What follows belongs to an exercise in optimizing a design on an open flow for small area, a short achievable clock period and few clock cycles; a production flow would make more cautious choices.
Where RTL was checked, it was by simulation tests only, not by an equivalence proof against the original.
The RTL of run 2 was laid out without a check of its function.
Power figures rest on the tool's default switching activity, not on a simulated workload.

--- run.sh ---
#!/bin/bash
# synth_recipe.tcl (not shown) runs the flow's synth.tcl, then flattens the netlist and writes it again
# the make line also repeats each setting of config.mk as NAME=value (left out here)
make -C /OpenROAD-flow-scripts/flow DESIGN_CONFIG=/design/flow/config.mk WORK_HOME=/design/flow/orfs CLKGATE_MAP_FILE= SYNTH_SCRIPT=/design/flow/synth_recipe.tcl finish
--- config.mk ---
export PLATFORM = sky130hd
export DESIGN_NAME = ml_ops_top
export DESIGN_NICKNAME = ml_ops_top
export VERILOG_FILES = /design/flow/design.v
export SDC_FILE = /design/flow/constraint.sdc
export NUM_CORES = 4
export LEC_CHECK = 0
export ABC_CLOCK_PERIOD_IN_PS = 3500
export CAP_MARGIN = 20
export CORE_MARGIN = 2
export CORE_UTILIZATION = 40
export SETUP_SLACK_MARGIN = 5
export SLEW_MARGIN = 20
--- constraint.sdc ---
create_clock -name core_clock -period 9.0 [get_ports {clk_i}]
set_input_delay 1.8000 -clock core_clock [delete_from_list [all_inputs] [get_ports {clk_i}]]
set_output_delay 1.8000 -clock core_clock [all_outputs]
set_load 0.01 [all_outputs]
--- design.v ---
package ml_ops_pkg;
  typedef logic [32-1:0] word_t;
  typedef logic [32-1:0] addr_t;
  typedef logic [32-1:0] len_t;
  typedef logic [$clog2(16):0] batch_cnt_t;
  typedef logic [$clog2(2)-1:0] desc_idx_t;
  typedef enum logic [3:0] {
    IDLE,
    LOAD,
    SET_ADDR,
    RELU_TAKE,
    RELU_WAIT,
    RELU_GIVE,
    DOTP_TAKE,
    DOTP_WAIT,
    DOTP_GIVE,
    DONE
  } seq_state_t;
endpackage
module ml_datapath (
  input  logic [31:0] x_i,
  input  logic [7:0]  one_i,
  input  logic [7:0]  two_i,
  input  logic [7:0]  neg_i,
  input  logic [31:0] s_i,
  input  logic [31:0] c_i,
  input  logic        clr_i,
  output logic [31:0] so,
  output logic [31:0] co
);
  logic [31:0] sa, ca;
  assign sa = s_i & {32{!clr_i}};
  assign ca = c_i & {32{!clr_i}};
  logic [31:0] pp0;
  assign pp0 = ((x_i[31:0] & {32{one_i[0]}}) | ({x_i[30:0], 1'b0} & {32{two_i[0]}})) ^ {32{neg_i[0]}};
  logic [29:0] pp1;
  assign pp1 = ((x_i[29:0] & {30{one_i[1]}}) | ({x_i[28:0], 1'b0} & {30{two_i[1]}})) ^ {30{neg_i[1]}};
  logic [27:0] pp2;
  assign pp2 = ((x_i[27:0] & {28{one_i[2]}}) | ({x_i[26:0], 1'b0} & {28{two_i[2]}})) ^ {28{neg_i[2]}};
  logic [25:0] pp3;
  assign pp3 = ((x_i[25:0] & {26{one_i[3]}}) | ({x_i[24:0], 1'b0} & {26{two_i[3]}})) ^ {26{neg_i[3]}};
  logic [23:0] pp4;
  assign pp4 = ((x_i[23:0] & {24{one_i[4]}}) | ({x_i[22:0], 1'b0} & {24{two_i[4]}})) ^ {24{neg_i[4]}};
  logic [21:0] pp5;
  assign pp5 = ((x_i[21:0] & {22{one_i[5]}}) | ({x_i[20:0], 1'b0} & {22{two_i[5]}})) ^ {22{neg_i[5]}};
  logic [19:0] pp6;
  assign pp6 = ((x_i[19:0] & {20{one_i[6]}}) | ({x_i[18:0], 1'b0} & {20{two_i[6]}})) ^ {20{neg_i[6]}};
  logic [17:0] pp7;
  assign pp7 = ((x_i[17:0] & {18{one_i[7]}}) | ({x_i[16:0], 1'b0} & {18{two_i[7]}})) ^ {18{neg_i[7]}};
  logic s0;
  logic k0;
  logic s1;
  logic k1;
  logic s2;
  logic k2;
  logic s3;
  logic k3;
  logic s4;
  logic k4;
  logic s5;
  logic k5;
  logic s6;
  logic k6;
  logic s7;
  logic k7;
  logic s8;
  logic k8;
  logic s9;
  logic k9;
  logic s10;
  logic k10;
  logic s11;
  logic k11;
  logic s12;
  logic k12;
  logic s13;
  logic k13;
  logic s14;
  logic k14;
  logic s15;
  logic k15;
  logic s16;
  logic k16;
  logic s17;
  logic k17;
  logic s18;
  logic k18;
  logic s19;
  logic k19;
  logic s20;
  logic k20;
  logic s21;
  logic k21;
  logic s22;
  logic k22;
  logic s23;
  logic k23;
  logic s24;
  logic k24;
  logic s25;
  logic k25;
  logic s26;
  logic k26;
  logic s27;
  logic k27;
  logic s28;
  logic k28;
  logic s29;
  logic k29;
  logic s30;
  logic k30;
  logic s31;
  logic k31;
  logic s32;
  logic k32;
  logic s33;
  logic k33;
  logic s34;
  logic k34;
  logic s35;
  logic k35;
  logic s36;
  logic k36;
  logic s37;
  logic k37;
  logic s38;
  logic k38;
  logic s39;
  logic k39;
  logic s40;
  logic k40;
  logic s41;
  logic k41;
  logic s42;
  logic k42;
  logic s43;
  logic k43;
  logic s44;
  logic k44;
  logic s45;
  logic k45;
  logic s46;
  logic k46;
  logic s47;
  logic k47;
  logic s48;
  logic k48;
  logic s49;
  logic k49;
  logic s50;
  logic k50;
  logic s51;
  logic k51;
  logic s52;
  logic k52;
  logic s53;
  logic k53;
  logic s54;
  logic k54;
  logic s55;
  logic k55;
  logic s56;
  logic k56;
  logic s57;
  logic k57;
  logic s58;
  logic k58;
  logic s59;
  logic k59;
  logic s60;
  logic k60;
  logic s61;
  logic k61;
  logic s62;
  logic k62;
  logic s63;
  logic k63;
  logic s64;
  logic k64;
  logic s65;
  logic k65;
  logic s66;
  logic k66;
  logic s67;
  logic k67;
  logic s68;
  logic k68;
  logic s69;
  logic k69;
  logic s70;
  logic k70;
  logic s71;
  logic k71;
  logic s72;
  logic k72;
  logic s73;
  logic k73;
  logic s74;
  logic k74;
  logic s75;
  logic k75;
  logic s76;
  logic k76;
  logic s77;
  logic k77;
  logic s78;
  logic k78;
  logic s79;
  logic k79;
  logic s80;
  logic k80;
  logic s81;
  logic k81;
  logic s82;
  logic k82;
  logic s83;
  logic k83;
  logic s84;
  logic k84;
  logic s85;
  logic k85;
  logic s86;
  logic k86;
  logic s87;
  logic k87;
  logic s88;
  logic k88;
  logic s89;
  logic k89;
  logic s90;
  logic k90;
  logic s91;
  logic k91;
  logic s92;
  logic k92;
  logic s93;
  logic k93;
  logic s94;
  logic k94;
  logic s95;
  logic k95;
  logic s96;
  logic k96;
  logic s97;
  logic k97;
  logic s98;
  logic k98;
  logic s99;
  logic k99;
  logic s100;
  logic k100;
  logic s101;
  logic k101;
  logic s102;
  logic k102;
  logic s103;
  logic k103;
  logic s104;
  logic k104;
  logic s105;
  logic k105;
  logic s106;
  logic k106;
  logic s107;
  logic k107;
  logic s108;
  logic k108;
  logic s109;
  logic k109;
  logic s110;
  logic k110;
  logic s111;
  logic k111;
  logic s112;
  logic k112;
  logic s113;
  logic k113;
  logic s114;
  logic k114;
  logic s115;
  logic k115;
  logic s116;
  logic k116;
  logic s117;
  logic k117;
  logic s118;
  logic k118;
  logic s119;
  logic k119;
  logic s120;
  logic k120;
  logic s121;
  logic k121;
  logic s122;
  logic k122;
  logic s123;
  logic k123;
  logic s124;
  logic k124;
  logic s125;
  logic k125;
  logic s126;
  logic k126;
  logic s127;
  logic k127;
  logic s128;
  logic k128;
  logic s129;
  logic k129;
  logic s130;
  logic k130;
  logic s131;
  logic k131;
  logic s132;
  logic k132;
  logic s133;
  logic k133;
  logic s134;
  logic k134;
  logic s135;
  logic k135;
  logic s136;
  logic k136;
  logic s137;
  logic k137;
  logic s138;
  logic k138;
  logic s139;
  logic k139;
  logic s140;
  logic k140;
  logic s141;
  logic k141;
  logic s142;
  logic k142;
  logic s143;
  logic k143;
  logic s144;
  logic k144;
  logic s145;
  logic k145;
  logic s146;
  logic k146;
  logic s147;
  logic k147;
  logic s148;
  logic k148;
  logic s149;
  logic k149;
  logic s150;
  logic k150;
  logic s151;
  logic k151;
  logic s152;
  logic k152;
  logic s153;
  logic k153;
  logic s154;
  logic k154;
  logic s155;
  logic k155;
  logic s156;
  logic k156;
  logic s157;
  logic k157;
  logic s158;
  logic k158;
  logic s159;
  logic k159;
  logic s160;
  logic k160;
  logic s161;
  logic k161;
  logic s162;
  logic k162;
  logic s163;
  logic k163;
  logic s164;
  logic k164;
  logic s165;
  logic k165;
  logic s166;
  logic k166;
  logic s167;
  logic k167;
  logic s168;
  logic k168;
  logic s169;
  logic k169;
  logic s170;
  logic k170;
  logic s171;
  logic k171;
  logic s172;
  logic k172;
  logic s173;
  logic k173;
  logic s174;
  logic k174;
  logic s175;
  logic k175;
  logic s176;
  logic k176;
  logic s177;
  logic k177;
  logic s178;
  logic k178;
  logic s179;
  logic k179;
  logic s180;
  logic k180;
  logic s181;
  logic k181;
  logic s182;
  logic k182;
  logic s183;
  logic k183;
  logic s184;
  logic k184;
  logic s185;
  logic k185;
  logic s186;
  logic k186;
  logic s187;
  logic k187;
  logic s188;
  logic k188;
  logic s189;
  logic k189;
  logic s190;
  logic k190;
  logic s191;
  logic k191;
  logic s192;
  logic s193;
  logic s194;
  logic s195;
  logic s196;
  logic s197;
  logic s198;
  logic s199;
  assign s0 = neg_i[0] ^ sa[0] ^ ca[0];
  assign k0 = (neg_i[0] & sa[0]) | (neg_i[0] & ca[0]) | (sa[0] & ca[0]);
  assign s1 = sa[1] ^ ca[1] ^ pp0[1];
  assign k1 = (sa[1] & ca[1]) | (sa[1] & pp0[1]) | (ca[1] & pp0[1]);
  assign s2 = neg_i[1] ^ sa[2] ^ ca[2];
  assign k2 = (neg_i[1] & sa[2]) | (neg_i[1] & ca[2]) | (sa[2] & ca[2]);
  assign s3 = pp0[2] ^ pp1[0] ^ s2;
  assign k3 = (pp0[2] & pp1[0]) | (pp0[2] & s2) | (pp1[0] & s2);
  assign s4 = sa[3] ^ ca[3] ^ pp0[3];
  assign k4 = (sa[3] & ca[3]) | (sa[3] & pp0[3]) | (ca[3] & pp0[3]);
  assign s5 = pp1[1] ^ k2 ^ s4;
  assign k5 = (pp1[1] & k2) | (pp1[1] & s4) | (k2 & s4);
  assign s6 = neg_i[2] ^ sa[4] ^ ca[4];
  assign k6 = (neg_i[2] & sa[4]) | (neg_i[2] & ca[4]) | (sa[4] & ca[4]);
  assign s7 = pp0[4] ^ pp1[2] ^ pp2[0];
  assign k7 = (pp0[4] & pp1[2]) | (pp0[4] & pp2[0]) | (pp1[2] & pp2[0]);
  assign s8 = s6 ^ k4 ^ s7;
  assign k8 = (s6 & k4) | (s6 & s7) | (k4 & s7);
  assign s9 = sa[5] ^ ca[5] ^ pp0[5];
  assign k9 = (sa[5] & ca[5]) | (sa[5] & pp0[5]) | (ca[5] & pp0[5]);
  assign s10 = pp1[3] ^ pp2[1] ^ k6;
  assign k10 = (pp1[3] & pp2[1]) | (pp1[3] & k6) | (pp2[1] & k6);
  assign s11 = k7 ^ s9 ^ s10;
  assign k11 = (k7 & s9) | (k7 & s10) | (s9 & s10);
  assign s12 = neg_i[3] ^ sa[6] ^ ca[6];
  assign k12 = (neg_i[3] & sa[6]) | (neg_i[3] & ca[6]) | (sa[6] & ca[6]);
  assign s13 = pp0[6] ^ pp1[4] ^ pp2[2];
  assign k13 = (pp0[6] & pp1[4]) | (pp0[6] & pp2[2]) | (pp1[4] & pp2[2]);
  assign s14 = pp3[0] ^ s12 ^ k9;
  assign k14 = (pp3[0] & s12) | (pp3[0] & k9) | (s12 & k9);
  assign s15 = k10 ^ s13 ^ s14;
  assign k15 = (k10 & s13) | (k10 & s14) | (s13 & s14);
  assign s16 = sa[7] ^ ca[7] ^ pp0[7];
  assign k16 = (sa[7] & ca[7]) | (sa[7] & pp0[7]) | (ca[7] & pp0[7]);
  assign s17 = pp1[5] ^ pp2[3] ^ pp3[1];
  assign k17 = (pp1[5] & pp2[3]) | (pp1[5] & pp3[1]) | (pp2[3] & pp3[1]);
  assign s18 = k12 ^ k13 ^ s16;
  assign k18 = (k12 & k13) | (k12 & s16) | (k13 & s16);
  assign s19 = s17 ^ k14 ^ s18;
  assign k19 = (s17 & k14) | (s17 & s18) | (k14 & s18);
  assign s20 = neg_i[4] ^ sa[8] ^ ca[8];
  assign k20 = (neg_i[4] & sa[8]) | (neg_i[4] & ca[8]) | (sa[8] & ca[8]);
  assign s21 = pp0[8] ^ pp1[6] ^ pp2[4];
  assign k21 = (pp0[8] & pp1[6]) | (pp0[8] & pp2[4]) | (pp1[6] & pp2[4]);
  assign s22 = pp3[2] ^ pp4[0] ^ s20;
  assign k22 = (pp3[2] & pp4[0]) | (pp3[2] & s20) | (pp4[0] & s20);
  assign s23 = k16 ^ k17 ^ s21;
  assign k23 = (k16 & k17) | (k16 & s21) | (k17 & s21);
  assign s24 = s22 ^ k18 ^ s23;
  assign k24 = (s22 & k18) | (s22 & s23) | (k18 & s23);
  assign s25 = sa[9] ^ ca[9] ^ pp0[9];
  assign k25 = (sa[9] & ca[9]) | (sa[9] & pp0[9]) | (ca[9] & pp0[9]);
  assign s26 = pp1[7] ^ pp2[5] ^ pp3[3];
  assign k26 = (pp1[7] & pp2[5]) | (pp1[7] & pp3[3]) | (pp2[5] & pp3[3]);
  assign s27 = pp4[1] ^ k20 ^ k21;
  assign k27 = (pp4[1] & k20) | (pp4[1] & k21) | (k20 & k21);
  assign s28 = s25 ^ s26 ^ k22;
  assign k28 = (s25 & s26) | (s25 & k22) | (s26 & k22);
  assign s29 = k23 ^ s27 ^ s28;
  assign k29 = (k23 & s27) | (k23 & s28) | (s27 & s28);
  assign s30 = neg_i[5] ^ sa[10] ^ ca[10];
  assign k30 = (neg_i[5] & sa[10]) | (neg_i[5] & ca[10]) | (sa[10] & ca[10]);
  assign s31 = pp0[10] ^ pp1[8] ^ pp2[6];
  assign k31 = (pp0[10] & pp1[8]) | (pp0[10] & pp2[6]) | (pp1[8] & pp2[6]);
  assign s32 = pp3[4] ^ pp4[2] ^ pp5[0];
  assign k32 = (pp3[4] & pp4[2]) | (pp3[4] & pp5[0]) | (pp4[2] & pp5[0]);
  assign s33 = s30 ^ k25 ^ k26;
  assign k33 = (s30 & k25) | (s30 & k26) | (k25 & k26);
  assign s34 = s31 ^ s32 ^ k27;
  assign k34 = (s31 & s32) | (s31 & k27) | (s32 & k27);
  assign s35 = s33 ^ k28 ^ s34;
  assign k35 = (s33 & k28) | (s33 & s34) | (k28 & s34);
  assign s36 = sa[11] ^ ca[11] ^ pp0[11];
  assign k36 = (sa[11] & ca[11]) | (sa[11] & pp0[11]) | (ca[11] & pp0[11]);
  assign s37 = pp1[9] ^ pp2[7] ^ pp3[5];
  assign k37 = (pp1[9] & pp2[7]) | (pp1[9] & pp3[5]) | (pp2[7] & pp3[5]);
  assign s38 = pp4[3] ^ pp5[1] ^ k30;
  assign k38 = (pp4[3] & pp5[1]) | (pp4[3] & k30) | (pp5[1] & k30);
  assign s39 = k31 ^ k32 ^ s36;
  assign k39 = (k31 & k32) | (k31 & s36) | (k32 & s36);
  assign s40 = s37 ^ s38 ^ k33;
  assign k40 = (s37 & s38) | (s37 & k33) | (s38 & k33);
  assign s41 = s39 ^ k34 ^ s40;
  assign k41 = (s39 & k34) | (s39 & s40) | (k34 & s40);
  assign s42 = neg_i[6] ^ sa[12] ^ ca[12];
  assign k42 = (neg_i[6] & sa[12]) | (neg_i[6] & ca[12]) | (sa[12] & ca[12]);
  assign s43 = pp0[12] ^ pp1[10] ^ pp2[8];
  assign k43 = (pp0[12] & pp1[10]) | (pp0[12] & pp2[8]) | (pp1[10] & pp2[8]);
  assign s44 = pp3[6] ^ pp4[4] ^ pp5[2];
  assign k44 = (pp3[6] & pp4[4]) | (pp3[6] & pp5[2]) | (pp4[4] & pp5[2]);
  assign s45 = pp6[0] ^ s42 ^ k36;
  assign k45 = (pp6[0] & s42) | (pp6[0] & k36) | (s42 & k36);
  assign s46 = k37 ^ k38 ^ s43;
  assign k46 = (k37 & k38) | (k37 & s43) | (k38 & s43);
  assign s47 = s44 ^ k39 ^ s45;
  assign k47 = (s44 & k39) | (s44 & s45) | (k39 & s45);
  assign s48 = s46 ^ k40 ^ s47;
  assign k48 = (s46 & k40) | (s46 & s47) | (k40 & s47);
  assign s49 = sa[13] ^ ca[13] ^ pp0[13];
  assign k49 = (sa[13] & ca[13]) | (sa[13] & pp0[13]) | (ca[13] & pp0[13]);
  assign s50 = pp1[11] ^ pp2[9] ^ pp3[7];
  assign k50 = (pp1[11] & pp2[9]) | (pp1[11] & pp3[7]) | (pp2[9] & pp3[7]);
  assign s51 = pp4[5] ^ pp5[3] ^ pp6[1];
  assign k51 = (pp4[5] & pp5[3]) | (pp4[5] & pp6[1]) | (pp5[3] & pp6[1]);
  assign s52 = k42 ^ k43 ^ k44;
  assign k52 = (k42 & k43) | (k42 & k44) | (k43 & k44);
  assign s53 = s49 ^ s50 ^ s51;
  assign k53 = (s49 & s50) | (s49 & s51) | (s50 & s51);
  assign s54 = k45 ^ k46 ^ s52;
  assign k54 = (k45 & k46) | (k45 & s52) | (k46 & s52);
  assign s55 = s53 ^ k47 ^ s54;
  assign k55 = (s53 & k47) | (s53 & s54) | (k47 & s54);
  assign s56 = neg_i[7] ^ sa[14] ^ ca[14];
  assign k56 = (neg_i[7] & sa[14]) | (neg_i[7] & ca[14]) | (sa[14] & ca[14]);
  assign s57 = pp0[14] ^ pp1[12] ^ pp2[10];
  assign k57 = (pp0[14] & pp1[12]) | (pp0[14] & pp2[10]) | (pp1[12] & pp2[10]);
  assign s58 = pp3[8] ^ pp4[6] ^ pp5[4];
  assign k58 = (pp3[8] & pp4[6]) | (pp3[8] & pp5[4]) | (pp4[6] & pp5[4]);
  assign s59 = pp6[2] ^ pp7[0] ^ s56;
  assign k59 = (pp6[2] & pp7[0]) | (pp6[2] & s56) | (pp7[0] & s56);
  assign s60 = k49 ^ k50 ^ k51;
  assign k60 = (k49 & k50) | (k49 & k51) | (k50 & k51);
  assign s61 = s57 ^ s58 ^ s59;
  assign k61 = (s57 & s58) | (s57 & s59) | (s58 & s59);
  assign s62 = k52 ^ k53 ^ s60;
  assign k62 = (k52 & k53) | (k52 & s60) | (k53 & s60);
  assign s63 = s61 ^ k54 ^ s62;
  assign k63 = (s61 & k54) | (s61 & s62) | (k54 & s62);
  assign s64 = sa[15] ^ ca[15] ^ pp0[15];
  assign k64 = (sa[15] & ca[15]) | (sa[15] & pp0[15]) | (ca[15] & pp0[15]);
  assign s65 = pp1[13] ^ pp2[11] ^ pp3[9];
  assign k65 = (pp1[13] & pp2[11]) | (pp1[13] & pp3[9]) | (pp2[11] & pp3[9]);
  assign s66 = pp4[7] ^ pp5[5] ^ pp6[3];
  assign k66 = (pp4[7] & pp5[5]) | (pp4[7] & pp6[3]) | (pp5[5] & pp6[3]);
  assign s67 = pp7[1] ^ k56 ^ k57;
  assign k67 = (pp7[1] & k56) | (pp7[1] & k57) | (k56 & k57);
  assign s68 = k58 ^ s64 ^ s65;
  assign k68 = (k58 & s64) | (k58 & s65) | (s64 & s65);
  assign s69 = s66 ^ k59 ^ k60;
  assign k69 = (s66 & k59) | (s66 & k60) | (k59 & k60);
  assign s70 = s67 ^ s68 ^ k61;
  assign k70 = (s67 & s68) | (s67 & k61) | (s68 & k61);
  assign s71 = k62 ^ s69 ^ s70;
  assign k71 = (k62 & s69) | (k62 & s70) | (s69 & s70);
  assign s72 = sa[16] ^ ca[16] ^ pp0[16];
  assign k72 = (sa[16] & ca[16]) | (sa[16] & pp0[16]) | (ca[16] & pp0[16]);
  assign s73 = pp1[14] ^ pp2[12] ^ pp3[10];
  assign k73 = (pp1[14] & pp2[12]) | (pp1[14] & pp3[10]) | (pp2[12] & pp3[10]);
  assign s74 = pp4[8] ^ pp5[6] ^ pp6[4];
  assign k74 = (pp4[8] & pp5[6]) | (pp4[8] & pp6[4]) | (pp5[6] & pp6[4]);
  assign s75 = pp7[2] ^ k64 ^ k65;
  assign k75 = (pp7[2] & k64) | (pp7[2] & k65) | (k64 & k65);
  assign s76 = k66 ^ s72 ^ s73;
  assign k76 = (k66 & s72) | (k66 & s73) | (s72 & s73);
  assign s77 = s74 ^ k67 ^ k68;
  assign k77 = (s74 & k67) | (s74 & k68) | (k67 & k68);
  assign s78 = s75 ^ s76 ^ k69;
  assign k78 = (s75 & s76) | (s75 & k69) | (s76 & k69);
  assign s79 = s77 ^ k70 ^ s78;
  assign k79 = (s77 & k70) | (s77 & s78) | (k70 & s78);
  assign s80 = sa[17] ^ ca[17] ^ pp0[17];
  assign k80 = (sa[17] & ca[17]) | (sa[17] & pp0[17]) | (ca[17] & pp0[17]);
  assign s81 = pp1[15] ^ pp2[13] ^ pp3[11];
  assign k81 = (pp1[15] & pp2[13]) | (pp1[15] & pp3[11]) | (pp2[13] & pp3[11]);
  assign s82 = pp4[9] ^ pp5[7] ^ pp6[5];
  assign k82 = (pp4[9] & pp5[7]) | (pp4[9] & pp6[5]) | (pp5[7] & pp6[5]);
  assign s83 = pp7[3] ^ k72 ^ k73;
  assign k83 = (pp7[3] & k72) | (pp7[3] & k73) | (k72 & k73);
  assign s84 = k74 ^ s80 ^ s81;
  assign k84 = (k74 & s80) | (k74 & s81) | (s80 & s81);
  assign s85 = s82 ^ k75 ^ k76;
  assign k85 = (s82 & k75) | (s82 & k76) | (k75 & k76);
  assign s86 = s83 ^ s84 ^ k77;
  assign k86 = (s83 & s84) | (s83 & k77) | (s84 & k77);
  assign s87 = s85 ^ k78 ^ s86;
  assign k87 = (s85 & k78) | (s85 & s86) | (k78 & s86);
  assign s88 = sa[18] ^ ca[18] ^ pp0[18];
  assign k88 = (sa[18] & ca[18]) | (sa[18] & pp0[18]) | (ca[18] & pp0[18]);
  assign s89 = pp1[16] ^ pp2[14] ^ pp3[12];
  assign k89 = (pp1[16] & pp2[14]) | (pp1[16] & pp3[12]) | (pp2[14] & pp3[12]);
  assign s90 = pp4[10] ^ pp5[8] ^ pp6[6];
  assign k90 = (pp4[10] & pp5[8]) | (pp4[10] & pp6[6]) | (pp5[8] & pp6[6]);
  assign s91 = pp7[4] ^ k80 ^ k81;
  assign k91 = (pp7[4] & k80) | (pp7[4] & k81) | (k80 & k81);
  assign s92 = k82 ^ s88 ^ s89;
  assign k92 = (k82 & s88) | (k82 & s89) | (s88 & s89);
  assign s93 = s90 ^ k83 ^ k84;
  assign k93 = (s90 & k83) | (s90 & k84) | (k83 & k84);
  assign s94 = s91 ^ s92 ^ k85;
  assign k94 = (s91 & s92) | (s91 & k85) | (s92 & k85);
  assign s95 = s93 ^ k86 ^ s94;
  assign k95 = (s93 & k86) | (s93 & s94) | (k86 & s94);
  assign s96 = sa[19] ^ ca[19] ^ pp0[19];
  assign k96 = (sa[19] & ca[19]) | (sa[19] & pp0[19]) | (ca[19] & pp0[19]);
  assign s97 = pp1[17] ^ pp2[15] ^ pp3[13];
  assign k97 = (pp1[17] & pp2[15]) | (pp1[17] & pp3[13]) | (pp2[15] & pp3[13]);
  assign s98 = pp4[11] ^ pp5[9] ^ pp6[7];
  assign k98 = (pp4[11] & pp5[9]) | (pp4[11] & pp6[7]) | (pp5[9] & pp6[7]);
  assign s99 = pp7[5] ^ k88 ^ k89;
  assign k99 = (pp7[5] & k88) | (pp7[5] & k89) | (k88 & k89);
  assign s100 = k90 ^ s96 ^ s97;
  assign k100 = (k90 & s96) | (k90 & s97) | (s96 & s97);
  assign s101 = s98 ^ k91 ^ k92;
  assign k101 = (s98 & k91) | (s98 & k92) | (k91 & k92);
  assign s102 = s99 ^ s100 ^ k93;
  assign k102 = (s99 & s100) | (s99 & k93) | (s100 & k93);
  assign s103 = s101 ^ k94 ^ s102;
  assign k103 = (s101 & k94) | (s101 & s102) | (k94 & s102);
  assign s104 = sa[20] ^ ca[20] ^ pp0[20];
  assign k104 = (sa[20] & ca[20]) | (sa[20] & pp0[20]) | (ca[20] & pp0[20]);
  assign s105 = pp1[18] ^ pp2[16] ^ pp3[14];
  assign k105 = (pp1[18] & pp2[16]) | (pp1[18] & pp3[14]) | (pp2[16] & pp3[14]);
  assign s106 = pp4[12] ^ pp5[10] ^ pp6[8];
  assign k106 = (pp4[12] & pp5[10]) | (pp4[12] & pp6[8]) | (pp5[10] & pp6[8]);
  assign s107 = pp7[6] ^ k96 ^ k97;
  assign k107 = (pp7[6] & k96) | (pp7[6] & k97) | (k96 & k97);
  assign s108 = k98 ^ s104 ^ s105;
  assign k108 = (k98 & s104) | (k98 & s105) | (s104 & s105);
  assign s109 = s106 ^ k99 ^ k100;
  assign k109 = (s106 & k99) | (s106 & k100) | (k99 & k100);
  assign s110 = s107 ^ s108 ^ k101;
  assign k110 = (s107 & s108) | (s107 & k101) | (s108 & k101);
  assign s111 = s109 ^ k102 ^ s110;
  assign k111 = (s109 & k102) | (s109 & s110) | (k102 & s110);
  assign s112 = sa[21] ^ ca[21] ^ pp0[21];
  assign k112 = (sa[21] & ca[21]) | (sa[21] & pp0[21]) | (ca[21] & pp0[21]);
  assign s113 = pp1[19] ^ pp2[17] ^ pp3[15];
  assign k113 = (pp1[19] & pp2[17]) | (pp1[19] & pp3[15]) | (pp2[17] & pp3[15]);
  assign s114 = pp4[13] ^ pp5[11] ^ pp6[9];
  assign k114 = (pp4[13] & pp5[11]) | (pp4[13] & pp6[9]) | (pp5[11] & pp6[9]);
  assign s115 = pp7[7] ^ k104 ^ k105;
  assign k115 = (pp7[7] & k104) | (pp7[7] & k105) | (k104 & k105);
  assign s116 = k106 ^ s112 ^ s113;
  assign k116 = (k106 & s112) | (k106 & s113) | (s112 & s113);
  assign s117 = s114 ^ k107 ^ k108;
  assign k117 = (s114 & k107) | (s114 & k108) | (k107 & k108);
  assign s118 = s115 ^ s116 ^ k109;
  assign k118 = (s115 & s116) | (s115 & k109) | (s116 & k109);
  assign s119 = s117 ^ k110 ^ s118;
  assign k119 = (s117 & k110) | (s117 & s118) | (k110 & s118);
  assign s120 = sa[22] ^ ca[22] ^ pp0[22];
  assign k120 = (sa[22] & ca[22]) | (sa[22] & pp0[22]) | (ca[22] & pp0[22]);
  assign s121 = pp1[20] ^ pp2[18] ^ pp3[16];
  assign k121 = (pp1[20] & pp2[18]) | (pp1[20] & pp3[16]) | (pp2[18] & pp3[16]);
  assign s122 = pp4[14] ^ pp5[12] ^ pp6[10];
  assign k122 = (pp4[14] & pp5[12]) | (pp4[14] & pp6[10]) | (pp5[12] & pp6[10]);
  assign s123 = pp7[8] ^ k112 ^ k113;
  assign k123 = (pp7[8] & k112) | (pp7[8] & k113) | (k112 & k113);
  assign s124 = k114 ^ s120 ^ s121;
  assign k124 = (k114 & s120) | (k114 & s121) | (s120 & s121);
  assign s125 = s122 ^ k115 ^ k116;
  assign k125 = (s122 & k115) | (s122 & k116) | (k115 & k116);
  assign s126 = s123 ^ s124 ^ k117;
  assign k126 = (s123 & s124) | (s123 & k117) | (s124 & k117);
  assign s127 = s125 ^ k118 ^ s126;
  assign k127 = (s125 & k118) | (s125 & s126) | (k118 & s126);
  assign s128 = sa[23] ^ ca[23] ^ pp0[23];
  assign k128 = (sa[23] & ca[23]) | (sa[23] & pp0[23]) | (ca[23] & pp0[23]);
  assign s129 = pp1[21] ^ pp2[19] ^ pp3[17];
  assign k129 = (pp1[21] & pp2[19]) | (pp1[21] & pp3[17]) | (pp2[19] & pp3[17]);
  assign s130 = pp4[15] ^ pp5[13] ^ pp6[11];
  assign k130 = (pp4[15] & pp5[13]) | (pp4[15] & pp6[11]) | (pp5[13] & pp6[11]);
  assign s131 = pp7[9] ^ k120 ^ k121;
  assign k131 = (pp7[9] & k120) | (pp7[9] & k121) | (k120 & k121);
  assign s132 = k122 ^ s128 ^ s129;
  assign k132 = (k122 & s128) | (k122 & s129) | (s128 & s129);
  assign s133 = s130 ^ k123 ^ k124;
  assign k133 = (s130 & k123) | (s130 & k124) | (k123 & k124);
  assign s134 = s131 ^ s132 ^ k125;
  assign k134 = (s131 & s132) | (s131 & k125) | (s132 & k125);
  assign s135 = s133 ^ k126 ^ s134;
  assign k135 = (s133 & k126) | (s133 & s134) | (k126 & s134);
  assign s136 = sa[24] ^ ca[24] ^ pp0[24];
  assign k136 = (sa[24] & ca[24]) | (sa[24] & pp0[24]) | (ca[24] & pp0[24]);
  assign s137 = pp1[22] ^ pp2[20] ^ pp3[18];
  assign k137 = (pp1[22] & pp2[20]) | (pp1[22] & pp3[18]) | (pp2[20] & pp3[18]);
  assign s138 = pp4[16] ^ pp5[14] ^ pp6[12];
  assign k138 = (pp4[16] & pp5[14]) | (pp4[16] & pp6[12]) | (pp5[14] & pp6[12]);
  assign s139 = pp7[10] ^ k128 ^ k129;
  assign k139 = (pp7[10] & k128) | (pp7[10] & k129) | (k128 & k129);
  assign s140 = k130 ^ s136 ^ s137;
  assign k140 = (k130 & s136) | (k130 & s137) | (s136 & s137);
  assign s141 = s138 ^ k131 ^ k132;
  assign k141 = (s138 & k131) | (s138 & k132) | (k131 & k132);
  assign s142 = s139 ^ s140 ^ k133;
  assign k142 = (s139 & s140) | (s139 & k133) | (s140 & k133);
  assign s143 = s141 ^ k134 ^ s142;
  assign k143 = (s141 & k134) | (s141 & s142) | (k134 & s142);
  assign s144 = sa[25] ^ ca[25] ^ pp0[25];
  assign k144 = (sa[25] & ca[25]) | (sa[25] & pp0[25]) | (ca[25] & pp0[25]);
  assign s145 = pp1[23] ^ pp2[21] ^ pp3[19];
  assign k145 = (pp1[23] & pp2[21]) | (pp1[23] & pp3[19]) | (pp2[21] & pp3[19]);
  assign s146 = pp4[17] ^ pp5[15] ^ pp6[13];
  assign k146 = (pp4[17] & pp5[15]) | (pp4[17] & pp6[13]) | (pp5[15] & pp6[13]);
  assign s147 = pp7[11] ^ k136 ^ k137;
  assign k147 = (pp7[11] & k136) | (pp7[11] & k137) | (k136 & k137);
  assign s148 = k138 ^ s144 ^ s145;
  assign k148 = (k138 & s144) | (k138 & s145) | (s144 & s145);
  assign s149 = s146 ^ k139 ^ k140;
  assign k149 = (s146 & k139) | (s146 & k140) | (k139 & k140);
  assign s150 = s147 ^ s148 ^ k141;
  assign k150 = (s147 & s148) | (s147 & k141) | (s148 & k141);
  assign s151 = s149 ^ k142 ^ s150;
  assign k151 = (s149 & k142) | (s149 & s150) | (k142 & s150);
  assign s152 = sa[26] ^ ca[26] ^ pp0[26];
  assign k152 = (sa[26] & ca[26]) | (sa[26] & pp0[26]) | (ca[26] & pp0[26]);
  assign s153 = pp1[24] ^ pp2[22] ^ pp3[20];
  assign k153 = (pp1[24] & pp2[22]) | (pp1[24] & pp3[20]) | (pp2[22] & pp3[20]);
  assign s154 = pp4[18] ^ pp5[16] ^ pp6[14];
  assign k154 = (pp4[18] & pp5[16]) | (pp4[18] & pp6[14]) | (pp5[16] & pp6[14]);
  assign s155 = pp7[12] ^ k144 ^ k145;
  assign k155 = (pp7[12] & k144) | (pp7[12] & k145) | (k144 & k145);
  assign s156 = k146 ^ s152 ^ s153;
  assign k156 = (k146 & s152) | (k146 & s153) | (s152 & s153);
  assign s157 = s154 ^ k147 ^ k148;
  assign k157 = (s154 & k147) | (s154 & k148) | (k147 & k148);
  assign s158 = s155 ^ s156 ^ k149;
  assign k158 = (s155 & s156) | (s155 & k149) | (s156 & k149);
  assign s159 = s157 ^ k150 ^ s158;
  assign k159 = (s157 & k150) | (s157 & s158) | (k150 & s158);
  assign s160 = sa[27] ^ ca[27] ^ pp0[27];
  assign k160 = (sa[27] & ca[27]) | (sa[27] & pp0[27]) | (ca[27] & pp0[27]);
  assign s161 = pp1[25] ^ pp2[23] ^ pp3[21];
  assign k161 = (pp1[25] & pp2[23]) | (pp1[25] & pp3[21]) | (pp2[23] & pp3[21]);
  assign s162 = pp4[19] ^ pp5[17] ^ pp6[15];
  assign k162 = (pp4[19] & pp5[17]) | (pp4[19] & pp6[15]) | (pp5[17] & pp6[15]);
  assign s163 = pp7[13] ^ k152 ^ k153;
  assign k163 = (pp7[13] & k152) | (pp7[13] & k153) | (k152 & k153);
  assign s164 = k154 ^ s160 ^ s161;
  assign k164 = (k154 & s160) | (k154 & s161) | (s160 & s161);
  assign s165 = s162 ^ k155 ^ k156;
  assign k165 = (s162 & k155) | (s162 & k156) | (k155 & k156);
  assign s166 = s163 ^ s164 ^ k157;
  assign k166 = (s163 & s164) | (s163 & k157) | (s164 & k157);
  assign s167 = s165 ^ k158 ^ s166;
  assign k167 = (s165 & k158) | (s165 & s166) | (k158 & s166);
  assign s168 = sa[28] ^ ca[28] ^ pp0[28];
  assign k168 = (sa[28] & ca[28]) | (sa[28] & pp0[28]) | (ca[28] & pp0[28]);
  assign s169 = pp1[26] ^ pp2[24] ^ pp3[22];
  assign k169 = (pp1[26] & pp2[24]) | (pp1[26] & pp3[22]) | (pp2[24] & pp3[22]);
  assign s170 = pp4[20] ^ pp5[18] ^ pp6[16];
  assign k170 = (pp4[20] & pp5[18]) | (pp4[20] & pp6[16]) | (pp5[18] & pp6[16]);
  assign s171 = pp7[14] ^ k160 ^ k161;
  assign k171 = (pp7[14] & k160) | (pp7[14] & k161) | (k160 & k161);
  assign s172 = k162 ^ s168 ^ s169;
  assign k172 = (k162 & s168) | (k162 & s169) | (s168 & s169);
  assign s173 = s170 ^ k163 ^ k164;
  assign k173 = (s170 & k163) | (s170 & k164) | (k163 & k164);
  assign s174 = s171 ^ s172 ^ k165;
  assign k174 = (s171 & s172) | (s171 & k165) | (s172 & k165);
  assign s175 = s173 ^ k166 ^ s174;
  assign k175 = (s173 & k166) | (s173 & s174) | (k166 & s174);
  assign s176 = sa[29] ^ ca[29] ^ pp0[29];
  assign k176 = (sa[29] & ca[29]) | (sa[29] & pp0[29]) | (ca[29] & pp0[29]);
  assign s177 = pp1[27] ^ pp2[25] ^ pp3[23];
  assign k177 = (pp1[27] & pp2[25]) | (pp1[27] & pp3[23]) | (pp2[25] & pp3[23]);
  assign s178 = pp4[21] ^ pp5[19] ^ pp6[17];
  assign k178 = (pp4[21] & pp5[19]) | (pp4[21] & pp6[17]) | (pp5[19] & pp6[17]);
  assign s179 = pp7[15] ^ k168 ^ k169;
  assign k179 = (pp7[15] & k168) | (pp7[15] & k169) | (k168 & k169);
  assign s180 = k170 ^ s176 ^ s177;
  assign k180 = (k170 & s176) | (k170 & s177) | (s176 & s177);
  assign s181 = s178 ^ k171 ^ k172;
  assign k181 = (s178 & k171) | (s178 & k172) | (k171 & k172);
  assign s182 = s179 ^ s180 ^ k173;
  assign k182 = (s179 & s180) | (s179 & k173) | (s180 & k173);
  assign s183 = s181 ^ k174 ^ s182;
  assign k183 = (s181 & k174) | (s181 & s182) | (k174 & s182);
  assign s184 = sa[30] ^ ca[30] ^ pp0[30];
  assign k184 = (sa[30] & ca[30]) | (sa[30] & pp0[30]) | (ca[30] & pp0[30]);
  assign s185 = pp1[28] ^ pp2[26] ^ pp3[24];
  assign k185 = (pp1[28] & pp2[26]) | (pp1[28] & pp3[24]) | (pp2[26] & pp3[24]);
  assign s186 = pp4[22] ^ pp5[20] ^ pp6[18];
  assign k186 = (pp4[22] & pp5[20]) | (pp4[22] & pp6[18]) | (pp5[20] & pp6[18]);
  assign s187 = pp7[16] ^ k176 ^ k177;
  assign k187 = (pp7[16] & k176) | (pp7[16] & k177) | (k176 & k177);
  assign s188 = k178 ^ s184 ^ s185;
  assign k188 = (k178 & s184) | (k178 & s185) | (s184 & s185);
  assign s189 = s186 ^ k179 ^ k180;
  assign k189 = (s186 & k179) | (s186 & k180) | (k179 & k180);
  assign s190 = s187 ^ s188 ^ k181;
  assign k190 = (s187 & s188) | (s187 & k181) | (s188 & k181);
  assign s191 = s189 ^ k182 ^ s190;
  assign k191 = (s189 & k182) | (s189 & s190) | (k182 & s190);
  assign s192 = sa[31] ^ ca[31] ^ pp0[31];
  assign s193 = pp1[29] ^ pp2[27] ^ pp3[25];
  assign s194 = pp4[23] ^ pp5[21] ^ pp6[19];
  assign s195 = pp7[17] ^ k184 ^ k185;
  assign s196 = k186 ^ s192 ^ s193;
  assign s197 = s194 ^ k187 ^ k188;
  assign s198 = s195 ^ s196 ^ k189;
  assign s199 = s197 ^ k190 ^ s198;
  assign so[0] = pp0[0];
  assign co[0] = s0;
  assign so[1] = k0;
  assign co[1] = s1;
  assign so[2] = k1;
  assign co[2] = s3;
  assign so[3] = k3;
  assign co[3] = s5;
  assign so[4] = k5;
  assign co[4] = s8;
  assign so[5] = k8;
  assign co[5] = s11;
  assign so[6] = k11;
  assign co[6] = s15;
  assign so[7] = k15;
  assign co[7] = s19;
  assign so[8] = k19;
  assign co[8] = s24;
  assign so[9] = k24;
  assign co[9] = s29;
  assign so[10] = k29;
  assign co[10] = s35;
  assign so[11] = k35;
  assign co[11] = s41;
  assign so[12] = k41;
  assign co[12] = s48;
  assign so[13] = k48;
  assign co[13] = s55;
  assign so[14] = k55;
  assign co[14] = s63;
  assign so[15] = k63;
  assign co[15] = s71;
  assign so[16] = k71;
  assign co[16] = s79;
  assign so[17] = k79;
  assign co[17] = s87;
  assign so[18] = k87;
  assign co[18] = s95;
  assign so[19] = k95;
  assign co[19] = s103;
  assign so[20] = k103;
  assign co[20] = s111;
  assign so[21] = k111;
  assign co[21] = s119;
  assign so[22] = k119;
  assign co[22] = s127;
  assign so[23] = k127;
  assign co[23] = s135;
  assign so[24] = k135;
  assign co[24] = s143;
  assign so[25] = k143;
  assign co[25] = s151;
  assign so[26] = k151;
  assign co[26] = s159;
  assign so[27] = k159;
  assign co[27] = s167;
  assign so[28] = k167;
  assign co[28] = s175;
  assign so[29] = k175;
  assign co[29] = s183;
  assign so[30] = k183;
  assign co[30] = s191;
  assign so[31] = k191;
  assign co[31] = s199;
endmodule
module ml_ops_top (
  input  logic              clk_i,
  input  logic              rst_i,
  input  logic              ml_ops_enable_i,
  input  logic              loading_data_i,
  input  logic              relu_en_i,
  input  logic              dotp_en_i,
  input  logic              ex_ready_i,
  input  ml_ops_pkg::addr_t operand_a_addr_i,
  input  ml_ops_pkg::len_t  operand_b_size_i,
  input  ml_ops_pkg::word_t mem_rd_data_i,
  output ml_ops_pkg::word_t reg_wr_data_o,
  output ml_ops_pkg::word_t mem_wr_data_o,
  output ml_ops_pkg::addr_t mem_addr_o,
  output logic              mem_rd_en_o,
  output logic              mem_wr_en_o,
  output logic              reg_wr_en_o,
  output logic              ml_op_done_o,
  output logic              ml_ready_o
);
  localparam logic [3:0] IDLE = 4'd0;
  localparam logic [3:0] LD2  = 4'd1;
  localparam logic [3:0] RR1  = 4'd2;
  localparam logic [3:0] RR2  = 4'd3;
  localparam logic [3:0] RBUB = 4'd4;
  localparam logic [3:0] RW1  = 4'd5;
  localparam logic [3:0] RW2  = 4'd6;
  localparam logic [3:0] DA   = 4'd7;
  localparam logic [3:0] DB   = 4'd8;
  localparam logic [3:0] T1   = 4'd9;
  localparam logic [3:0] T2   = 4'd10;
  localparam logic [3:0] T3   = 4'd11;
  localparam logic [3:0] T4   = 4'd12;
  localparam logic [3:0] FIN  = 4'd13;
  logic [3:0]  st_q, st_d;
  logic        rd_d, wr_d, done_d, regwr_d, ready_d;
  logic        relu_q;
  logic        last_q;
  logic [15:0] rem_q;
  logic        rem_dec;
  logic        rem_one;
  logic        inc;
  logic [31:0] cur_q, oth_q, cur_nx;
  logic [31:0] a_q;
  logic [31:0] x_q;
  logic [7:0]  one_q, two_q, neg_q;
  logic [31:0] s_q, c_q, s_nx, c_nx;
  logic        v1_q, v2_q;
  logic        inc_q, clr_q, sum_q;
  assign rem_one = (rem_q == 16'd1);
  always_comb begin
    st_d    = st_q;
    rd_d    = 1'b0;
    wr_d    = 1'b0;
    done_d  = 1'b0;
    regwr_d = 1'b0;
    rem_dec = 1'b0;
    case (st_q)
      IDLE: if (loading_data_i) st_d = LD2;
      LD2: begin
        st_d = relu_q ? RR1 : DA;
        rd_d = 1'b1;
      end
      RR1: begin
        rem_dec = 1'b1;
        if (rem_one) begin
          st_d = RBUB;
        end else begin
          st_d = RR2;
          rd_d = 1'b1;
        end
      end
      RR2: begin
        rem_dec = 1'b1;
        st_d    = RW1;
        wr_d    = 1'b1;
      end
      RBUB: begin
        st_d   = RW1;
        wr_d   = 1'b1;
        done_d = 1'b1;
      end
      RW1: begin
        st_d   = RW2;
        wr_d   = 1'b1;
        done_d = last_q;
      end
      RW2: begin
        st_d = RR1;
        rd_d = 1'b1;
      end
      DA: begin
        st_d = DB;
        rd_d = 1'b1;
      end
      DB: begin
        rem_dec = 1'b1;
        if (rem_one) begin
          st_d = T1;
        end else begin
          st_d = DA;
          rd_d = 1'b1;
        end
      end
      T1: st_d = T2;
      T2: st_d = T3;
      T3: st_d = T4;
      T4: begin
        st_d    = FIN;
        regwr_d = 1'b1;
        done_d  = 1'b1;
      end
      default: st_d = FIN;
    endcase
    if (ml_op_done_o) begin
      st_d    = ex_ready_i ? IDLE : FIN;
      rd_d    = 1'b0;
      wr_d    = 1'b0;
      regwr_d = 1'b0;
      done_d  = !ex_ready_i;
    end
    if (!ml_ops_enable_i) begin
      st_d    = IDLE;
      rd_d    = 1'b0;
      wr_d    = 1'b0;
      regwr_d = 1'b0;
      done_d  = 1'b0;
    end
    ready_d = (st_d == IDLE) || (st_d == LD2) || done_d;
  end
  always_ff @(posedge clk_i or negedge rst_i) begin
    if (!rst_i) begin
      st_q         <= IDLE;
      mem_rd_en_o  <= 1'b0;
      mem_wr_en_o  <= 1'b0;
      reg_wr_en_o  <= 1'b0;
      ml_op_done_o <= 1'b0;
      ml_ready_o   <= 1'b1;
      v1_q         <= 1'b0;
      v2_q         <= 1'b0;
      inc_q        <= 1'b0;
      clr_q        <= 1'b0;
      sum_q        <= 1'b0;
    end else begin
      st_q         <= st_d;
      mem_rd_en_o  <= rd_d;
      mem_wr_en_o  <= wr_d;
      reg_wr_en_o  <= regwr_d;
      ml_op_done_o <= done_d;
      ml_ready_o   <= ready_d;
      v1_q         <= ml_ops_enable_i && (st_q == DB);
      v2_q         <= ml_ops_enable_i && v1_q;
      inc_q        <= (st_d == RR1) || (st_d == RW1);
      clr_q        <= (st_d == LD2);
      sum_q        <= (st_d == T4);
    end
  end
  always_ff @(posedge clk_i) begin
    if (st_q == IDLE) begin
      relu_q <= relu_en_i;
      rem_q  <= operand_b_size_i[15:0];
    end else if (rem_dec) begin
      rem_q  <= rem_q - 16'd1;
    end
    if (st_q == RR2) begin
      last_q <= rem_one;
    end
  end
  assign inc    = inc_q;
  assign cur_nx = {cur_q[31:2] + 30'd1, cur_q[1:0]};
  always_ff @(posedge clk_i) begin
    cur_q <= inc ? cur_nx : oth_q;
    if (st_q == IDLE || st_q == LD2) begin
      oth_q <= operand_a_addr_i;
    end else if (!inc) begin
      oth_q <= cur_nx;
    end
  end
  assign mem_addr_o = cur_q;
  logic [16:0] yraw;
  logic [7:0]  one_d, two_d, neg_d;
  always_comb begin
    yraw = v1_q ? {mem_rd_data_i[15:0], 1'b0} : a_q[31:15];
    for (int r = 0; r < 8; r++) begin
      one_d[r] = (v1_q || v2_q) && (yraw[2*r+1] ^ yraw[2*r]);
      two_d[r] = (v1_q || v2_q) && ((yraw[2*r+2] && !yraw[2*r+1] && !yraw[2*r]) ||
                                    (!yraw[2*r+2] && yraw[2*r+1] && yraw[2*r]));
      neg_d[r] = (v1_q || v2_q) && yraw[2*r+2] && !(yraw[2*r+1] && yraw[2*r]);
    end
  end
  always_ff @(posedge clk_i) begin
    if (sum_q) begin
      a_q <= s_q + c_q;
    end else begin
      a_q <= mem_rd_data_i & ~{32{relu_q && mem_rd_data_i[31]}};
    end
    if (v1_q) begin
      x_q <= a_q;
    end else begin
      x_q <= {x_q[15:0], 16'd0};
    end
    one_q <= one_d;
    two_q <= two_d;
    neg_q <= neg_d;
    s_q   <= s_nx;
    c_q   <= c_nx;
  end
  ml_datapath mac_i (
    .x_i   (x_q),
    .one_i (one_q),
    .two_i (two_q),
    .neg_i (neg_q),
    .s_i   (s_q),
    .c_i   (c_q),
    .clr_i (clr_q),
    .so    (s_nx),
    .co    (c_nx)
  );
  assign mem_wr_data_o = a_q;
  assign reg_wr_data_o = a_q;
endmodule
==> qor.csv, run 1 <==
metric,value,unit
placed_cells,2673,
critical_path_class,reg -> reg,
async_flop_share,0.05645,
finalCritPeriodShare,0.4209,
grt_util_met1,0.3137,
worst_slew_pin_slew,1.032,ns
grt_pass1_vias,16010,
synthCells,2028,
core,47650,sq um
worstPathCellList,inv_2 > buf_4 > xnor2_1 > fa_1 > fa_1 > inv_1 > fa_1 > inv_1 > fa_1 > inv_1 > fa_1,
synth-xor-area-share,0.1280,
max-vdd-ir-drop,0.0003084,V
std_cell_rows,80,
crit_fanout,15,
use_met3,0.06755,
cts-root-buf,clkbuf_16,
wl_per_cell,22.23,um
slew_headroom,0.3049,
fmax,0.2640,GHz
cts.sinks,248,
drt_iter0_drc,1311,
io_pins,204,
holdWs,0.4209,ns
synth_adder_area_share,0.2274,
hold_viol,0,
rsz0062_at_grt,no,
outcome,finished clean,
clk_latency,0.61,ns
min_path_type,reg -> reg,
cts_setup_buffers,0,
drv_slew,0,
antenna_left,0,
clockBufferDepth,3,
cpMostUsedCell,fa_1,
hpwlAfterDp,43560,um
cts.clk_slew.worst_paths,0.06,ns
setup_viol,0,
postLayoutCoreUtil,0.4704,
stdcell_count,2730,
grt_pass1_wl,93480,um
synth_flop_cell,dfxtp_1,
yosysSeqAreaShare,0.2879,
synthToLayoutAreaGrowth,16.12,%
cts_tree,built,
max_stage_delay,0.51,ns
end_kind,flip-flop,
yosysWarnings,1,
finalPower,0.005539,W
wirelength,60700,um
grt_max_degree,64,
gp_congestion,0.8633,
worst-path-buf-inv,5,
num_vias,15250,
p_leak,8.478,nW
synth_top_family_by_area,adder cells,
cts_made_buffers,30,
htreeDepth,1,
grt_most_used_layer,met2,
arrival,4.24,ns
max-cap-violations,0,
die_h,223.7,um
nNetsFinal,2428,
synth.avg_cell_area,9.517,sq um
antenna_found_initial,6,
die-width,223.7,um
fin_tns_setup,0,ns
io_buffers,186,
layout_min_cycle_time,3.788,ns
synth_edf_count,52,
initial_core_util,0.4051,
synthSimpleGateAreaFrac,0.1092,
cpLargestDelayFamily,adder cells,
met2_usage,0.3862,
synth_nets,2366,
grt-ovfl-total,0,
synth_area,19300,sq um
ys_types,73,
drive_above_1_share,0.06723,
synth.area.mux_share,0.02263,
drcViolationCount,0,
firstDrtPassIters,6,
cp.required,9.45,ns
startpoint_type,flip-flop,
cellPowerDensity,247.2,nW/um^2
track_usage,0.2438,
dieArea,50020,sq um
crit_slowest_cell,fa_1,
synth-compound-area-share,0.1452,
routed_via_density,5.587,
finalClockSkew,0.04224,ns
ctsHoldBuffers,0,
synth-seq-cells,248,
-- repair_timing --
action / in CTS / in global routing
endpoints found under the setup margin: 2 / 11
gates cloned: 0 / 0
resized for setup: 2 / 8
hold endpoints to repair: 0 / 0
-- worst paths after layout --
path | start | end | slack (ns) | depth (start not counted)
worst max-delay path | neg_q[0]$_DFF_P_ | c_q[17]$_DFF_P_ | 5.21 | 11
worst min-delay path | oth_q[0]$_DFFE_PP_ | cur_q[0]$_DFFE_PN_ | 0.42 | 0
worst max register to register | neg_q[0]$_DFF_P_ | c_q[17]$_DFF_P_ | 5.21 | 11
worst min register to register | oth_q[0]$_DFFE_PP_ | cur_q[0]$_DFFE_PN_ | 0.42 | 0
max in group asynchronous | rst_i | v1_q$_DFF_PN0_ | 6.96 | 1
min in group asynchronous | rst_i | ml_op_done_o$_DFF_PN0_ | 1.59 | 1
-- Yosys cell counts, types with 42 or more instances --
master | count | share of area
nor2_1 | 107 | 0.021
inv_1 | 179 | 0.035
o21ai_0 | 68 | 0.018
dfxtp_1 | 182 | 0.19
a21oi_1 | 111 | 0.029
edfxtp_1 | 52 | 0.081
fa_1 | 193 | 0.20
ha_1 | 42 | 0.027
a22oi_1 | 194 | 0.075
nand2_1 | 106 | 0.021
xor2_1 | 97 | 0.044
xnor2_1 | 185 | 0.084
nand2b_1 | 60 | 0.019
clkbuf_1 | 132 | 0.026
-- where the power goes --
group          switching [W]  internal, W
logic                0.00133      0.00100
clock network       0.000499     0.000760
registers           0.000380      0.00157
total                0.00221      0.00333
-- registers in the layout (all words and copies together), names as in the netlist, 4 cells and up --
signal,flops
a_q,32
s_q,32
c_q,32
one_q,8
oth_q,32
cur_q,32
x_q,32
rem_q,16
two_q,8
neg_q,8
st_q,4
-- area by class of cell --
cell class,instances,area (sq um)
timing repair buffer,219,2110
inverter,183,686.9
sequential,248,5575
fill,4562,25240
antenna,3,7.507
clock inverter,5,103.9
multi-input combinational,1408,12230
clock buffer,49,932.1
tap,615,769.5
-- cells by family after synthesis --
group / Yosys count
AOI/OAI and AO/OA: 430
and+or+nand+nor: 421
buffers and inverters: 372
xor gates and xnor gates: 282
DFF: 248
adders and majority gates: 235
muxes: 40
-- routing by layer --
| metal | up-vias | part of all wire |
|---|---|---|
| li1 | 6844 | - |
| met1 | 7476 | 0.41 |
| met2 | 775 | 0.45 |
| met3 | 151 | 0.10 |
| met4 | 6 | 0.046 |
| met5 | - | 0.0011 |
-- stage by stage --
stage	worst slack, ns	area [sq um]
finish	5.212	22410
global route	5.007	22410
CTS	5.025	22390
detailed placement	4.994	21350
global placement	5.029	21350
floorplan	5.364	19300
-- placed cells by master (no fill, tap or decap), types with 97 or more instances in the layout --
| cell type | Yosys | layout |
|---|---|---|
| a22oi_1 | 194 | 194 |
| fa_1 | 193 | 193 |
| nand2_1 | 106 | 105 |
| xnor2_1 | 185 | 185 |
| nor2_1 | 107 | 107 |
| xor2_1 | 97 | 97 |
| inv_1 | 179 | 179 |
| dfxtp_1 | 182 | 171 |
| clkdlybuf4s50_1 | 0 | 186 |
| a21oi_1 | 111 | 110 |
Testbench counts, summed over its fixed seeds: cycles 45,090.
==> inputs of run 2 (changes only) <==
--- a/design.v
+++ b/design.v
@@ -945,5 +945,4 @@
   logic [31:0] s_q, c_q, s_nx, c_nx;
   logic        v1_q, v2_q;
-  logic        inc_q, clr_q, sum_q;
   assign rem_one = (rem_q == 16'd1);
   always_comb begin
@@ -1037,7 +1036,4 @@
       v1_q         <= 1'b0;
       v2_q         <= 1'b0;
-      inc_q        <= 1'b0;
-      clr_q        <= 1'b0;
-      sum_q        <= 1'b0;
     end else begin
       st_q         <= st_d;
@@ -1049,7 +1045,4 @@
       v1_q         <= ml_ops_enable_i && (st_q == DB);
       v2_q         <= ml_ops_enable_i && v1_q;
-      inc_q        <= (st_d == RR1) || (st_d == RW1);
-      clr_q        <= (st_d == LD2);
-      sum_q        <= (st_d == T4);
     end
   end
@@ -1065,5 +1058,5 @@
     end
   end
-  assign inc    = inc_q;
+  assign inc    = (st_q == RR1) || (st_q == RW1);
   assign cur_nx = {cur_q[31:2] + 30'd1, cur_q[1:0]};
   always_ff @(posedge clk_i) begin
@@ -1088,5 +1081,5 @@
   end
   always_ff @(posedge clk_i) begin
-    if (sum_q) begin
+    if (st_q == T4) begin
       a_q <= s_q + c_q;
     end else begin
@@ -1111,5 +1104,5 @@
     .s_i   (s_q),
     .c_i   (c_q),
-    .clr_i (clr_q),
+    .clr_i (st_q == LD2),
     .so    (s_nx),
     .co    (c_nx)
--- a/config.mk
+++ b/config.mk
@@ -6,8 +6,6 @@
 export NUM_CORES = 4
 export LEC_CHECK = 0
-export ABC_CLOCK_PERIOD_IN_PS = 3500
 export CAP_MARGIN = 20
 export CORE_MARGIN = 2
 export CORE_UTILIZATION = 40
-export SETUP_SLACK_MARGIN = 5
 export SLEW_MARGIN = 20
==> run 2 against run 1 <==
  * Non-clock buffer count fell by 10
  * Hold slack got worse by 0.0015 ns
  * Fmax fell by 19%
  * Count of clock-buffer cells in the layout fell by 8
  * Clock skew fell by 0.025 ns
  * Sequential cell count fell by 3
  * Sequential share of layout area rose by 0.13 points
  * Via count fell by 4.5%
  * Clock power fell by 3%
  * Sequential power fell by 8%
  * Total power fell by 15%
  * Final cell count fell by 2.1%
  * Largest power group is now sequential cells
==> qor.csv, run 2 <==
metric,value,unit,change
outcome,finished clean,,
p_comb_frac,0.363,,-0.057
ctsHoldBuffers,0,,unchanged
grt_max_degree,66,,+3.1%
drv_slew,0,,unchanged
p_switching,0.001776,W,-20%
layout_min_cycle_time,4.673,ns,+0.8850 ns
grt_pass1_vias,15240,,-4.8%
netSwitchingFraction,0.3751,,-0.02330
worstPathCellList,nor3_1 > nand2_2 > buf_4 > nand2_1 > fa_1 > fa_1 > fa_1 > fa_1 > inv_1 > fa_1,,
wirelength,55890,um,-7.9%
rsz0062_at_grt,no,,
fin_tns_setup,0,ns,unchanged
grt-ovfl-total,0,,unchanged
cts_made_buffers,30,,unchanged
max-vdd-ir-drop,0.0001746,V,-43%
slew_headroom,0.2169,,-0.08799
cts-root-buf,clkbuf_16,,
finalCritPeriodShare,0.5192,,+0.09833
routed_via_density,5.451,,-2.4%
min-delay-start,oth_q[1]$_DFFE_PP_,,
yosysSeqAreaShare,0.2896,,+0.001667
crit_slowest_cell,nor3_1,,
wl_per_cell,20.92,um,-5.9%
finalClockSkew,0.01741,ns,-0.02484 ns
drcViolationCount,0,,unchanged
yosys.area.top_type_share,0.2041,,+0.003917
die-width,221.5,um,-0.95%
max_stage_delay,0.79,ns,+0.28 ns
cp.required,9.47,ns,+0.02 ns
synthToLayoutAreaGrowth,15.82,%,
min_path_type,reg -> reg,,
htreeDepth,1,,unchanged
core,46650,sq um,-2.1%
end_kind,flip-flop,,
synth-seq-cells,245,,-1.2%
synth_largest_area_cell,fa_1,,
num_vias,14560,,-4.5%
synth_edf_count,52,,unchanged
reg2reg_slack,4.33,ns,-0.88 ns
postLayoutCoreUtil,0.4699,,about the same
cts_tree,built,,
cts.clk_slew.worst_paths,0.06,ns,about the same
initial_core_util,0.4057,,+0.0006655
yosysMostFrequentCell,xnor2_1,,
nFillCells,4397,,-3.6%
yosysWarnings,1,,unchanged
synth_area,18930,sq um,-1.9%
synth_nets,2316,,-2.1%
nNetsFinal,2377,,-2.1%
synth_common_cells,"200 x xnor2_1, 194 x a22oi_1, 193 x fa_1",,
async_flop_share,0.04490,,-0.01155
critical_path_class,reg -> reg,,
gp_congestion,0.8833,,+2.3%
drive_above_1_share,0.06350,,-0.003735
worstSetupStartpoint,st_q[3]$_DFF_PN0_,,
p_int,0.002958,W,-11%
holdWs,0.4194,ns,-0.001504 ns
cts.sinks,245,,-1.2%
std_cell_rows,79,,-1.3%
max-cap-violations,0,,unchanged
firstDrtPassIters,17,,+11
clockPowerShare,0.257,,+0.030
cpMostUsedCell,fa_1,,
clockBufferDepth,3,,unchanged
crit_fanout,62,,+47
hpwlAfterDp,40560,um,-6.9%
io_buffers,186,,unchanged
worst_slew_pin_slew,1.173,ns,+0.1413 ns
antenna_left,0,,unchanged
fin_ws,4.327,ns,-0.8850 ns
grt_pass1_wl,87810,um,-6.1%
synthCells,1978,,-2.5%
hold_viol,0,,unchanged
p_leak,8.346,nW,-1.6%
final_cell_mix,"200 x xnor2_1, 194 x a22oi_1, 193 x fa_1",,
final_common_cell,xnor2_1,,
setup_viol,0,,unchanged
clk_latency,0.60,ns,about the same
synth_flop_cell,dfxtp_1,,
fmax,0.2140,GHz,-19%
synth.avg_cell_area,9.570,sq um,+0.56%
ys_types,73,,unchanged
startpoint_type,flip-flop,,
post-place-ws,4.357,ns,-0.6371 ns
dieArea,49080,sq um,-1.9%
io_pins,204,,unchanged
die_h,221.5,um,-0.95%
cts_resized,0,,-2
synth_area_leaders,"fa_1 20%, dfxtp_1 19%, xnor2_1 9.3%, edfxtp_1 8.2%, a22oi_1 7.7%",,
multi_input_area,11950,sq um,-2.3%
reg2reg_from,st_q[3]$_DFF_PN0_,,
cts_setup_buffers,0,,unchanged
worst-path-buf-inv,2,,-3
track_usage,0.2279,,-0.01590
cpLargestDelayFamily,adder cells,,
arrival,5.14,ns,+0.90 ns
seq_area,5484,sq um,-1.6%
pwr-share-seq,0.380,,+0.028
drt_iter0_drc,1027,,-22%
cellPowerDensity,215.9,nW/um^2,-13%
antenna_found_initial,2,,-4
## run 2: cell types whose count changed after synthesis, sizes merged, moves of 5 or more
cell / change
nand2b: -56
clkbuf: -5
xor2: -13
and3: -5
xnor2: +15
nand2: +15
a21o: +11
nor2b: -8
buf: -5
a21oi: -10
nand3: +24
o21ai: -9
and2: +8
## run 2: logic make-up after synthesis
group / after synthesis / synth area share
AND/OR/NAND/NOR: 402 / 0.09974
multiplexers: 33 / 0.01917
adder cells (fa/ha/maj): 235 / 0.2319
flip-flops: 245 / 0.2896
buffers and inverters: 364 / 0.08031
AO/OA/AOI/OAI: 415 / 0.1479
XOR/XNOR: 284 / 0.1314
## run 2: layout make-up
type / count / area share
repair buffers: 209 / 0.09279
well taps: 607 / 0.03464
flip-flops and latches: 245 / 0.2501
clock buffers: 41 / 0.03841
diodes: 2 / 0.0002283
inverters: 184 / 0.03156
clock inverters: 15 / 0.007248
multi-input cells: 1369 / 0.5450
## run 2: routing by layer
layer  track usage  vias up  routed length [um]
met3       0.04241       97                4584
met4       0.07520        0                1716
met2        0.3741      555               26130
met1        0.3040     7233               23450
met5             0        -                   0
li1              -     6679                   -
## run 2: worst reg2reg max path, cell delays in order, from the launching register on
cell     delay [ns]
dfrtp_1        0.57
nor3_1         0.79
nand2_2        0.09
buf_4          0.31
nand2_1        0.29
fa_1           0.46
fa_1           0.53
fa_1           0.47
fa_1           0.54
inv_1          0.06
fa_1           0.46
## run 2: final timing paths
path,to,depth (start not counted)
setup reg to reg,c_q[15]$_DFF_P_,10
setup / recovery,c_q[15]$_DFF_P_,10
hold reg to reg,cur_q[1]$_DFFE_PP_,0
max in group asynchronous,v1_q$_DFF_PN0_,1
hold / removal,cur_q[1]$_DFFE_PP_,0
min in group asynchronous,reg_wr_en_o$_DFF_PN0_,1
## run 2: per-stage QoR
| step | total power, W | cell area [sq um] | instances |
|---|---|---|---|
| floorplan | 0.002864 | 18930 | 1978 |
| global placement | 0.003497 | 20920 | 2614 |
| detailed placement | 0.003536 | 20920 | 2614 |
| CTS | 0.004782 | 21920 | 2670 |
| global route | 0.005046 | 21920 | 2670 |
| finish | 0.004734 | 21920 | 2672 |
## run 2: power groups by stage
stage	combinational (W)	sequential [W]	clock, W
after floorplan	0.00112	0.00175	0
after global placement	0.00169	0.00181	0
after detailed placement	0.00172	0.00182	0
after CTS	0.00174	0.00180	0.00124
after global routing	0.00192	0.00184	0.00129
final	0.00172	0.00180	0.00122

==> afterwards: timing with drivers on the ports <==
Ports are ideal in the flow. The routed layouts listed here were re-timed in OpenROAD.
Step 1 sets driving cells, clkbuf_16 on the clock port and buf_2 on the other inputs (assumed; they add their load-dependent delay and slew).
Step 2 also shifts input and output timing later by t, the mid clock arrival at the registers, as if the neighbouring blocks saw the same clock.
a / b / c = ideal / step 1 / step 2; a / b = the first two.
run	t, ns	setup slack, ns	clock arrival spread, ns
run 1	0.649	5.212 / 5.212 / 5.212	0.043 / 0.044
run 2	0.633	4.327 / 4.327 / 4.327	0.023 / 0.023
After both steps setup and hold are still met in every run listed.
